From an optimization exercise on the open Yosys and OpenROAD flow, aimed at small area, a short achievable clock period and few clock cycles; shortcuts taken in it are not production practice. In this exercise RTL edits were held to simulation tests only and were not proved equivalent to the original. Power figures rest on the tool's default switching activity, not on a simulated workload.

## wip/delta
// pe_top
module pe_top
(
  input  logic    CLK,
  input  logic    rst_n,
  input  logic    req_valid,
  output logic    req_ready,
  input  pe_pkg::opnd_t   req_a,
  input  pe_pkg::opnd_t   req_b,
  input  pe_pkg::pe_out_t req_d,
  input  logic    req_propagate,
  input  pe_pkg::shift_t  req_shift,
  output logic    res_valid,
  input  logic    res_ready,
  output pe_pkg::pe_out_t res
);
Settings: LEC_CHECK=0, ABC_AREA=1, CAP_MARGIN=20, CORE_MARGIN=2, CORE_UTILIZATION=60, CTS_BUF_LIST=sky130_fd_sc_hd__clkbuf_4 sky130_fd_sc_hd__clkbuf_8, SETUP_SLACK_MARGIN=3.3, SLEW_MARGIN=20; clock period 7.0 ns.
standard.sh (not shown) runs the stock make flow with config.mk's settings and CLKGATE_MAP_FILE= SYNTH_SCRIPT=/design/flow/synth_recipe.tcl, a recipe that flattens the netlist after the stock synthesis.
==> flow/flow/run.sh <==
#!/bin/bash
# The standard layout (standard.sh) with two changes:
#  - synthesis is the standard flow's synthesis script with ABC's mapping script replaced
#    by flow/abc_map_area.script (area-oriented mapping); registers are the
#    same as the standard synthesis's;
#  - the port buffers are inserted as the smallest buffer cell (the repair
#    steps resize them where timing needs it).
set -euo pipefail
here=$(pwd)
export BUFFER_PORTS_ARGS="-buffer_cell sky130_fd_sc_hd__buf_1"
export MY_ABC_SCRIPT="$here/flow/abc_map_area.script"
bash standard.sh SYNTH_SCRIPT="$here/flow/synth.tcl" finish > standard_flow.log 2>&1
==> flow/flow/abc_map_area.script <==
strash
dch
map -a
topo
stime -c
buffer -c
upsize -c
dnsize -c
==> flow/flow/synth.tcl <==
# The standard flow's synthesis script (synth_recipe.tcl), with ABC's mapping script
# replaced by flow/abc_map_area.script: area-oriented mapping (map -a).
proc synth {args} { yosys synth -nofsm -noshare {*}$args }
proc abc {args} {
  set i [lsearch $args -script]
  if { $i >= 0 && [info exists ::env(MY_ABC_SCRIPT)] } {
    lset args [expr {$i + 1}] $::env(MY_ABC_SCRIPT)
  }
  yosys abc {*}$args
}
source $::env(SCRIPTS_DIR)/synth.tcl
# left out here: clear keep_hierarchy, flatten, clean up, hide names made inside functions, write 1_2_yosys.v
Testbench counts of wip/delta, summed over its fixed seeds: cycles 12,016.
What wip/indigo does differently from wip/delta at the input level:
--- a/flow/design.v
+++ b/flow/design.v
@@ -453,28 +453,34 @@
   logic ys24;
   logic yc24;
   assign ys24 = yc9 ^ pp[35] ^ base[15];
   assign yc24 = (yc9 & pp[35]) | (yc9 & base[15]) | (pp[35] & base[15]);
   logic [15:0] r0, r1;
   logic [16:0] lo;
   assign r0 = {yc23, yc22, yc21, yc20, yc19, yc18, yc17, yc16, yc15, yc14, yc13, yc12, yc11, yc10, ys10, pp[0]};
   assign r1 = {ys24, ys23, ys22, ys21, ys20, ys19, ys18, ys17, ys16, ys15, ys14, ys13, ys12, ys11, base[1], base[0]};
   assign lo = {1'b0, r0} + {1'b0, r1};
   logic [1:0] kc;
   assign kc = {yc24, lo[16]};
-  logic [15:0] hi_inc, hi_dec, hi_c1, hi_c0, hi;
+  logic k0, k2;
+  assign k0 = (kc == '0);
+  always_comb begin
+    k2 = 1'b0;
+    for (int i = 0; i < 2; i++)
+      for (int j = i + 1; j < 2; j++)
+        k2 = k2 | (kc[i] & kc[j]);
+  end
+  logic [15:0] hi_inc, hi_dec, hi;
   assign hi_inc = base[31:16] + 16'd1;
   assign hi_dec = base[31:16] - 16'd1;
-  assign hi_c1 = kc[1] ? hi_inc : base[31:16];
-  assign hi_c0 = kc[1] ? base[31:16] : hi_dec;
-  assign hi = kc[0] ? hi_c1 : hi_c0;
+  assign hi = k2 ? hi_inc : (k0 ? hi_dec : base[31:16]);
   assign y = {hi, lo[15:0]};
 endmodule
 `timescale 1ns/10ps
 module round_sat_stage
 (
   input  logic signed [31:0] x,
   input  logic [4:0]         shift,
   output logic [18:0]        y
 );
   logic [32:0] x0;
   logic [34:0] t16;
@@ -547,23 +553,23 @@
   assign req_ready = !v0 || slot;
   always_ff @(posedge CLK or negedge rst_n) begin
     if (!rst_n) begin
       v0        <= 1'b0;
       last_prop <= 1'b0;
     end else if (req_ready) begin
       v0 <= req_valid;
       if (req_valid) last_prop <= req_propagate;
     end
   end
   always_ff @(posedge CLK) begin
-    if (req_valid && req_ready) begin
+    if (req_ready) begin
       pp0 <= pp_in;
       d0 <= req_d;
       f0 <= req_propagate ^ last_prop;
       s0 <= req_shift;
     end
   end
   mac_pp pp_i (
     .a  (req_a),
     .b  (req_b),
     .pp (pp_in)
   );
[summary]
- wip/indigo gives more total power than wip/delta did.
- Any difference in clock buffer and inverter area fraction after layout between wip/indigo and wip/delta is small enough to ignore.
- Between wip/delta and wip/indigo, the difference in multiplexer share of the synthesized area is negligible.
- Post-route fraction of the period consumed by the critical path was higher in wip/delta than in wip/indigo.
- wip/indigo against wip/delta; non-clock buffer count is down by a few percent.
- | total wire length | wip/indigo vs wip/delta | 2.1% lower |
- Delta (wip/indigo minus wip/delta): worst hold slack has decreased; worst stage delay on the critical path higher.
- wip/indigo against wip/delta: count of non-filler cells in the finished layout -0.80%; global-route usage +0.82 points; async set-or-reset flop fraction in the synthesized netlist held.
- The combinational group power reported for wip/indigo is greater than that of wip/delta by 37%.
- Required time at the endpoint of the critical path | wip/indigo above wip/delta
Testbench counts of wip/indigo, summed over its fixed seeds: cycles 12,016.

==> separate check: timing with driven ports <==
In the flow no input, the clock included, has a driving cell. The finished layouts below were timed again as built, in two steps.
Step 1 (the two cells are an assumption about what drives the block):
set clk [get_ports {CLK}]
set_driving_cell -lib_cell sky130_fd_sc_hd__clkbuf_16 $clk
set_driving_cell -lib_cell sky130_fd_sc_hd__buf_2 [delete_from_list [all_inputs] $clk]
Step 2 also shifts input and output timing later by t, the mid clock arrival at the registers, as if the neighbouring blocks saw the same clock.
Slacks: ideal / step 1 / step 2; pairs: ideal / step 1.
run	t, ns	slack for setup (ns)	hold slack, ns	slew at the worst register clock pin (ns)
wip/delta	0.497	3.195 / 3.195 / 2.910	0.468 / 0.468 / 0.468	0.10 / 0.10
wip/indigo	0.502	3.304 / 3.304 / 2.911	0.456 / 0.456 / 0.456	0.11 / 0.11
After both steps setup and hold are still met in every run listed. For wip/indigo, which loses most, drivers alone change the setup slack by 0.000 ns; drivers and shift together by -0.393 ns.
